From an optimization exercise on the open Yosys and OpenROAD flow, aimed at small area, a short achievable clock period and few clock cycles; shortcuts taken in it are not production practice. In this exercise RTL edits were held to simulation tests only and were not proved equivalent to the original. Power and IR drop assume default switching activity.

## design.v

```verilog
package cnn_pkg;
    localparam int NUM_FILTERS  = 3;
    localparam int WIN_TAPS     = 9;
    localparam int NUM_CLASSES  = 10;
    localparam int WEIGHT_WORDS = 29;    
    localparam int SCORE_SHIFT  = 7;
    localparam int CONV_BYTES = NUM_FILTERS * WIN_TAPS;    
    localparam int USED_BYTES = CONV_BYTES + NUM_CLASSES * NUM_FILTERS;
    typedef logic signed [7:0]   weight_t;
    typedef logic [WIN_TAPS-1:0] pixel_win_t;    
    typedef logic signed [11:0]  win_sum_t;
    typedef logic signed [15:0]  feature_t;
    typedef logic signed [25:0]  score_t;
    typedef logic [3:0]          class_idx_t;
    typedef struct packed {
        logic [6:0] weight_addr;
        logic       valid;
    } ctrl_t;
    typedef struct packed {
        weight_t [NUM_FILTERS-1:0][WIN_TAPS-1:0] tap;
    } conv_weights_t;
    typedef struct packed {
        weight_t [NUM_CLASSES-1:0][NUM_FILTERS-1:0] cls;
    } class_weights_t;
    typedef struct packed {
        feature_t [NUM_FILTERS-1:0] feat;
    } feature_vec_t;
endpackage
`timescale 1ns/10ps
import cnn_pkg::*;
module weight_regs (
    input  logic                    clk_i,
    input  logic                    rst,
    input  logic [15:0]             data_i,
    input  cnn_pkg::ctrl_t          ctrl_i,
    output cnn_pkg::conv_weights_t  conv_w_o,
    output cnn_pkg::class_weights_t class_w_o
);
    logic [7:0] w_q [0:USED_BYTES-1];
    logic       wr_en;
    logic [6:0] lo_idx;
    logic [6:0] hi_idx;
    assign wr_en = !ctrl_i.valid && (ctrl_i.weight_addr != 7'd0) &&
                   (ctrl_i.weight_addr <= 7'(WEIGHT_WORDS));
    assign lo_idx = {ctrl_i.weight_addr[5:0], 1'b0} - 7'd2;    
    assign hi_idx = lo_idx + 7'd1;
    always_ff @(posedge clk_i) begin
        if (rst) begin
            for (int b = 0; b < USED_BYTES; b++) begin
                w_q[b] <= '0;
            end
        end else if (wr_en) begin
            for (int b = 0; b < USED_BYTES; b++) begin
                if (7'(b) == lo_idx) begin
                    w_q[b] <= data_i[7:0];
                end
                if (7'(b) == hi_idx) begin
                    w_q[b] <= data_i[15:8];
                end
            end
        end
    end
    always_comb begin
        for (int f = 0; f < NUM_FILTERS; f++) begin
            for (int t = 0; t < WIN_TAPS; t++) begin
                conv_w_o.tap[f][t] = w_q[f*WIN_TAPS + t];
            end
        end
        for (int c = 0; c < NUM_CLASSES; c++) begin
            for (int f = 0; f < NUM_FILTERS; f++) begin
                class_w_o.cls[c][f] = w_q[CONV_BYTES + c*NUM_FILTERS + f];
            end
        end
    end
endmodule
`timescale 1ns/10ps
import cnn_pkg::*;
module window_conv #(
    parameter int NUM_WINDOWS = 10
) (
    input  logic                   clk_i,
    input  logic                   rst,
    input  cnn_pkg::pixel_win_t    win_i,
    input  logic                   win_valid_i,
    input  cnn_pkg::conv_weights_t conv_w_i,
    output cnn_pkg::feature_vec_t  features_o,
    output logic                   feature_valid_o
);
    localparam int CNT_W = $clog2(NUM_WINDOWS);
    logic [CNT_W-1:0] win_cnt_q;
    logic             frame_end;
    logic signed [11:0] win_sum_d [0:NUM_FILTERS-1];
    logic signed [11:0] win_sum_q [0:NUM_FILTERS-1];
    logic             sum_valid_q;
    logic             sum_last_q;
    logic signed [15:0] acc_q [0:NUM_FILTERS-1];
    assign frame_end = win_valid_i && (win_cnt_q == CNT_W'(NUM_WINDOWS - 1));
    always_comb begin
        for (int f = 0; f < NUM_FILTERS; f++) begin
            win_sum_d[f] = '0;
            for (int t = 0; t < WIN_TAPS; t++) begin
                if (win_i[t]) begin
                    win_sum_d[f] = win_sum_d[f] + $signed(conv_w_i.tap[f][t]);
                end
            end
        end
    end
    always_ff @(posedge clk_i) begin
        for (int f = 0; f < NUM_FILTERS; f++) begin
            win_sum_q[f] <= win_sum_d[f];
        end
    end
    always_ff @(posedge clk_i) begin
        if (rst) begin
            win_cnt_q   <= '0;
            sum_valid_q <= 1'b0;
            sum_last_q  <= 1'b0;
        end else begin
            sum_valid_q <= win_valid_i;
            sum_last_q  <= frame_end;
            if (frame_end) begin
                win_cnt_q <= '0;
            end else if (win_valid_i) begin
                win_cnt_q <= win_cnt_q + 1'b1;    
            end
        end
    end
    always_ff @(posedge clk_i) begin
        if (rst) begin
            for (int f = 0; f < NUM_FILTERS; f++) begin
                acc_q[f] <= '0;
            end
            feature_valid_o <= 1'b0;
        end else begin
            feature_valid_o <= sum_last_q;
            if (sum_valid_q) begin
                for (int f = 0; f < NUM_FILTERS; f++) begin
                    acc_q[f] <= sum_last_q ? '0 : acc_q[f] + {{4{win_sum_q[f][11]}}, win_sum_q[f]};
                end
            end
        end
    end
    always_ff @(posedge clk_i) begin
        if (sum_last_q) begin
            for (int f = 0; f < NUM_FILTERS; f++) begin
                features_o.feat[f] <= acc_q[f] + {{4{win_sum_q[f][11]}}, win_sum_q[f]};
            end
        end
    end
endmodule
`timescale 1ns/10ps
import cnn_pkg::*;
module class_argmax (
    input  logic                    clk_i,
    input  logic                    rst,
    input  cnn_pkg::feature_vec_t   features_i,
    input  logic                    feature_valid_i,
    input  cnn_pkg::class_weights_t class_w_i,
    output cnn_pkg::class_idx_t     class_o,
    output logic                    done_o
);
    localparam logic [1:0] IDLE   = 2'd0;
    localparam logic [1:0] SCORE  = 2'd1;
    localparam logic [1:0] REPORT = 2'd2;
    logic [1:0]   state_q;
    cnn_pkg::feature_vec_t feat_q;
    cnn_pkg::feature_vec_t feat_src;
    cnn_pkg::class_idx_t cls_cnt_q;
    cnn_pkg::score_t score_raw;
    cnn_pkg::score_t score_shr;
    cnn_pkg::score_t max_q;
    cnn_pkg::class_idx_t max_idx_q;
    logic         start;
    logic         scoring;
    logic         take_max;
    assign start   = feature_valid_i && (state_q != SCORE);
    assign scoring = start || (state_q == SCORE);
    assign feat_src = (state_q == SCORE) ? feat_q : features_i;
    always_comb begin
        score_raw = '0;
        for (int f = 0; f < NUM_FILTERS; f++) begin
            score_raw = score_raw + $signed(feat_src.feat[f]) *
                                    $signed(class_w_i.cls[cls_cnt_q][f]);
        end
    end
    assign score_shr = score_raw >>> SCORE_SHIFT;    
    assign take_max = (cls_cnt_q == '0) || (score_shr > max_q);
    always_ff @(posedge clk_i) begin
        if (rst) begin
            state_q   <= IDLE;
            cls_cnt_q <= '0;
            class_o   <= '0;
            done_o    <= 1'b0;
        end else begin
            done_o <= 1'b0;
            case (state_q)
                SCORE: begin
                    if (cls_cnt_q == 4'(NUM_CLASSES - 1)) begin
                        state_q   <= REPORT;
                        cls_cnt_q <= '0;
                    end else begin
                        cls_cnt_q <= cls_cnt_q + 1'b1;
                    end
                end
                REPORT: begin
                    class_o <= max_idx_q;
                    done_o  <= 1'b1;
                    state_q <= IDLE;
                end
                default: begin
                    state_q <= IDLE;
                end
            endcase
            if (start) begin
                state_q   <= SCORE;
                cls_cnt_q <= 4'd1;    
            end
        end
    end
    always_ff @(posedge clk_i) begin
        if (start) begin
            feat_q <= features_i;
        end
        if (scoring && take_max) begin
            max_q     <= score_shr;
            max_idx_q <= cls_cnt_q;
        end
    end
endmodule
`timescale 1ns/10ps
import cnn_pkg::*;
module cnn_classifier #(
    parameter int NUM_WINDOWS = 10
) (
    input  logic                clk_i,
    input  logic                rst,
    input  logic [15:0]         data_i,
    input  logic [7:0]          ctrl_i,    
    output logic [3:0]          class_o,
    output logic                done_o
);
    cnn_pkg::pixel_win_t win;
    logic           win_valid;
    cnn_pkg::conv_weights_t conv_w;
    cnn_pkg::class_weights_t class_w;
    cnn_pkg::feature_vec_t features;
    logic           feature_valid;
    cnn_pkg::ctrl_t ctrl;
    assign ctrl = ctrl_i;
    assign win       = data_i[WIN_TAPS-1:0];
    assign win_valid = ctrl.valid;
    weight_regs weight_regs_inst (
        .clk_i     (clk_i),
        .rst       (rst),
        .data_i    (data_i),
        .ctrl_i    (ctrl),
        .conv_w_o  (conv_w),
        .class_w_o (class_w)
    );
    window_conv #(
        .NUM_WINDOWS (NUM_WINDOWS)
    ) window_conv_inst (
        .clk_i           (clk_i),
        .rst             (rst),
        .win_i           (win),
        .win_valid_i     (win_valid),
        .conv_w_i        (conv_w),
        .features_o      (features),
        .feature_valid_o (feature_valid)
    );
    class_argmax class_argmax_inst (
        .clk_i           (clk_i),
        .rst             (rst),
        .features_i      (features),
        .feature_valid_i (feature_valid),
        .class_w_i       (class_w),
        .class_o         (class_o),
        .done_o          (done_o)
    );
endmodule
```

## run.sh

```bash
#!/bin/bash
# synth_recipe.tcl (not shown) runs the flow's synth.tcl, then flattens the netlist and writes it again
# the make line also repeats each setting of config.mk as NAME=value (left out here)
make -C /OpenROAD-flow-scripts/flow DESIGN_CONFIG=/design/flow/config.mk WORK_HOME=/design/flow/orfs CLKGATE_MAP_FILE= SYNTH_SCRIPT=/design/flow/synth_recipe.tcl finish
```

## config.mk

```make
export PLATFORM = sky130hd
export DESIGN_NAME = cnn_classifier
export DESIGN_NICKNAME = cnn_classifier
export VERILOG_FILES = /design/flow/design.v
export SDC_FILE = /design/flow/constraint.sdc
export NUM_CORES = 4
export LEC_CHECK = 0
export CAP_MARGIN = 20
export CORE_MARGIN = 2
export CORE_UTILIZATION = 40
export SLEW_MARGIN = 20
```

## constraint.sdc

```tcl
create_clock -name core_clock -period 13.0 [get_ports {clk_i}]
set_input_delay 2.6000 -clock core_clock [delete_from_list [all_inputs] [get_ports {clk_i}]]
set_output_delay 2.6000 -clock core_clock [all_outputs]
set_load 0.01 [all_outputs]
```

==> qor.yml <==
root_buffer: "clkbuf_16"
area_delta_synth_final_pct: 10.1
hold_viol: 0
reg2reg_setup_slack_ps: 590
drc: 0
netlist.area_leader.share: 0.191
grt_pass1_vias: 48200
ff2ff_path_depth: 49
arrival_ps: 12870
cts_tree: "built"
diodes: 0
r2r_end: "class_argmax_inst.max_idx_q[0]"
cap_violations: 0
end_kind: "flip-flop"
synth-main-ff-cell: "dfxtp_1"
place_hpwl_mm: 129
crit_path_start_kind: "flip-flop"
wl_per_cell_um: 20.0
htreeDepth: 3
post-place-ws_ps: 32.1
cts.sinks: 677
tightestPinTransition_ps: 1220
path_max_fanout: 23
ys_ff_latch: 677
startpoint: "class_argmax_inst.cls_cnt_q[0]"
fillCellCount: 14200
finalWorstSetupSlack_ps: 587
synth_top_area_cell: "dfxtp_1"
row_count: 140
vias: 48500
hold_buffers: 0
crit_end: "class_argmax_inst.max_idx_q[0]"
setup_viol: 0
regArea_um2: 14800
netlist_area_um2: 58600
multi_input_area_um2: 40300
r2r-start: "class_argmax_inst.cls_cnt_q[0]"
grt_pass1_wl_mm: 277
power_density_nw_per_um2: 82.0
status: "timing/DRC/antenna clean"
die-height_um: 387
drt_iter0_drc: 3827
syn_avg_cell_area_um2: 8.60
synthTopCellsByArea: "dfxtp_1 (19%), fa_1 (13%), ha_1 (10%)"
cp.required_ps: 13450
async_flop_share: 0
port_buffers: 30
yosys_warnings: 7
clk_pin_slew_ps: 60
grt_max_degree: 201
hold_ws_ps: 446
synth_edf_count: 119
slew_headroom: 0.188
final_common_cell: "nand2_1"
fin_skew_ps: 42.4
cellLeakagePower_nw: 27.6
drive_gt1_frac: 0.0893
core_area_um2: 146000
crit_type: "reg2reg"
cts_made_buffers: 82
gp_congestion: 0.894
antenna_left: 0
io_pins: 31
clock_latency_ps: 710
grt.total_usage: 0.233
first_pass_iters: 6
dieArea_um2: 150000
initial_utilization: 0.402
final_net_count: 7685
syn_nets: 7705
die_w_um: 387
fmax_ghz: 0.0806
totalWireLength_mm: 176
synth_cell_types: 98
antenna_found_initial: 0
hp-class: "reg2reg"
ir_drop_mv: 0.0892
synth.yosys.seq_area_share: 0.252
cpMostUsedCell: "fa_1"
crit_slowest_cell: "mux4_2"
synth_cells: 6812
clock_path_buffers: 3
vias_per_cell: 5.53
layout_common_cells: "nand2_1 (975), nor2_1 (727), inv_1 (649)"
max_stage_delay_ps: 590
fin_crit_sh: 0.955
finalMaxSlewViolations: 0
period_needed_ps: 12410
gr-total-overflow: 0
[power breakdown]
part,total (mW),switching [mW],leakage [nW],internal (mW)
registers,2.18,0.0172,5.58,2.17
clock network,2.48,1.00,1.42,1.48
logic,0.617,0.394,20.6,0.223
[cells in the mapped netlist (all sizes together), types with 60 or more instances]
cell	n
nand3	60
clkbuf	241
mux2	82
nand2b	60
a21o	102
nor2	738
nand2	976
a21oi	550
nor2b	94
fa	391
dfxtp	558
mux2i	295
xnor2	198
buf	65
edfxtp	119
xor2	98
mux4	94
nor3	100
inv	656
ha	476
o21a	60
o21ai	206
[state kept, by name, indices dropped and copies added, names as in the netlist]
signal / count
class_argmax_inst.max_idx_q: 4
class_argmax_inst.max_q: 19
class_argmax_inst.state_q: 2
class_argmax_inst.class_o: 4
window_conv_inst.sum_last_q: 1
window_conv_inst.feature_valid_o: 1
class_argmax_inst.done_o: 1
class_argmax_inst.cls_cnt_q: 4
window_conv_inst.win_cnt_q: 4
window_conv_inst.features_o: 48
window_conv_inst.sum_valid_q: 1
class_argmax_inst.feat_q: 48
window_conv_inst.acc_q: 48
weight_regs_inst.w_q: 456
window_conv_inst.win_sum_q: 36
[how the worst min path moves through the flow]
stage	start	endpoint	slack, ps	depth (start not counted)
floorplan	window_conv_inst.features_o[21]	class_argmax_inst.feat_q[21]	430	0
global placement	window_conv_inst.features_o[5]	class_argmax_inst.feat_q[5]	440	0
detailed placement	window_conv_inst.features_o[20]	class_argmax_inst.feat_q[20]	440	0
CTS	window_conv_inst.features_o[3]	class_argmax_inst.feat_q[3]	450	0
global route	window_conv_inst.features_o[3]	class_argmax_inst.feat_q[3]	460	0
finish	window_conv_inst.features_o[22]	class_argmax_inst.feat_q[22]	450	0
[critical path: cells and delay by family (launching register included)]
family,cells,cell delay (ps)
buf+inv,12,1220
flops,1,480
mux,2,850
compound gates,12,2630
simple gates,8,920
xor+xnor,3,490
fa+ha+maj,12,5540
[cell type report]
type,count,share of cell area
Multi-Input combinational cell,5173,0.626
Tap cell,1917,0.0372
Inverter,656,0.0382
Clock buffer,108,0.0358
Clock inverter,39,0.00904
Sequential cell,677,0.229
Timing Repair Buffer,202,0.0254
[metrics by stage]
step / std cells / power [mW] / utilization / TNS (ps) / instance area [um2]
6_report: 8772 / 5.29 / 0.443 / 0 / 64500
3_3_place_gp: 8614 / 2.83 / 0.422 / 0 / 61400
4_1_cts: 8763 / 5.33 / 0.442 / 0 / 64300
2_1_floorplan: 6812 / 2.66 / - / 0 / 58600
5_1_grt: 8772 / 5.48 / 0.443 / -3350 / 64500
3_5_place_dp: 8616 / 2.84 / 0.422 / 0 / 61400
[cells by family after synthesis]
group | count (synthesis) | share of synthesized area
fa+ha+maj | 871 | 0.236
mux | 471 | 0.103
compound gates | 1283 | 0.135
simple gates | 2247 | 0.164
buf+inv | 962 | 0.0631
flops | 677 | 0.252
xor+xnor | 301 | 0.0462
[metal layers]
metal	routed length, um	vias to the layer above	share of wire	track usage
li1	-	23000	-	-
met1	78100	23700	0.44	0.317
met2	80000	1492	0.46	0.382
met3	12300	250	0.070	0.0341
met4	5160	0	0.029	0.0700
met5	0	-	0	0
[timing repair]
item	4_1_cts	5_1_grt
setup buffers	0	9
endpoints found under the hold margin	0	0
resized for setup	0	26
setup endpoints to repair	0	26
Testbench counts, summed over its fixed seeds: cycles 2,600.

what the ideal ports hide:
The flow's constraints put no driver on any port. The routed layout listed below was extracted and timed again, unchanged, in two steps. Step 1: set_driving_cell puts a clkbuf_16 on clk_i and a buf_2 on each other input, an assumption about the parent block. Step 2 moves the port delays by t, midway between the first and last clock arrival at a register: inputs arrive t later, outputs are due t later. That takes back most of the time a late clock gives input paths. a / b / c = ideal / step 1 / step 2; a / b = the first two.
t (ns): 0.752
setup WS [ns]: 0.587 / 0.587 / -0.014
hold WS [ns]: 0.446 / 0.446 / 0.446
worst setup path at the end: input to register
slew at the worst register clock pin (ns): 0.07 / 0.07
With both steps, setup timing fails in this run, where it was met with ideal ports. The setup slack of this run moves by 0.000 ns with the drivers and by -0.601 ns with both steps.
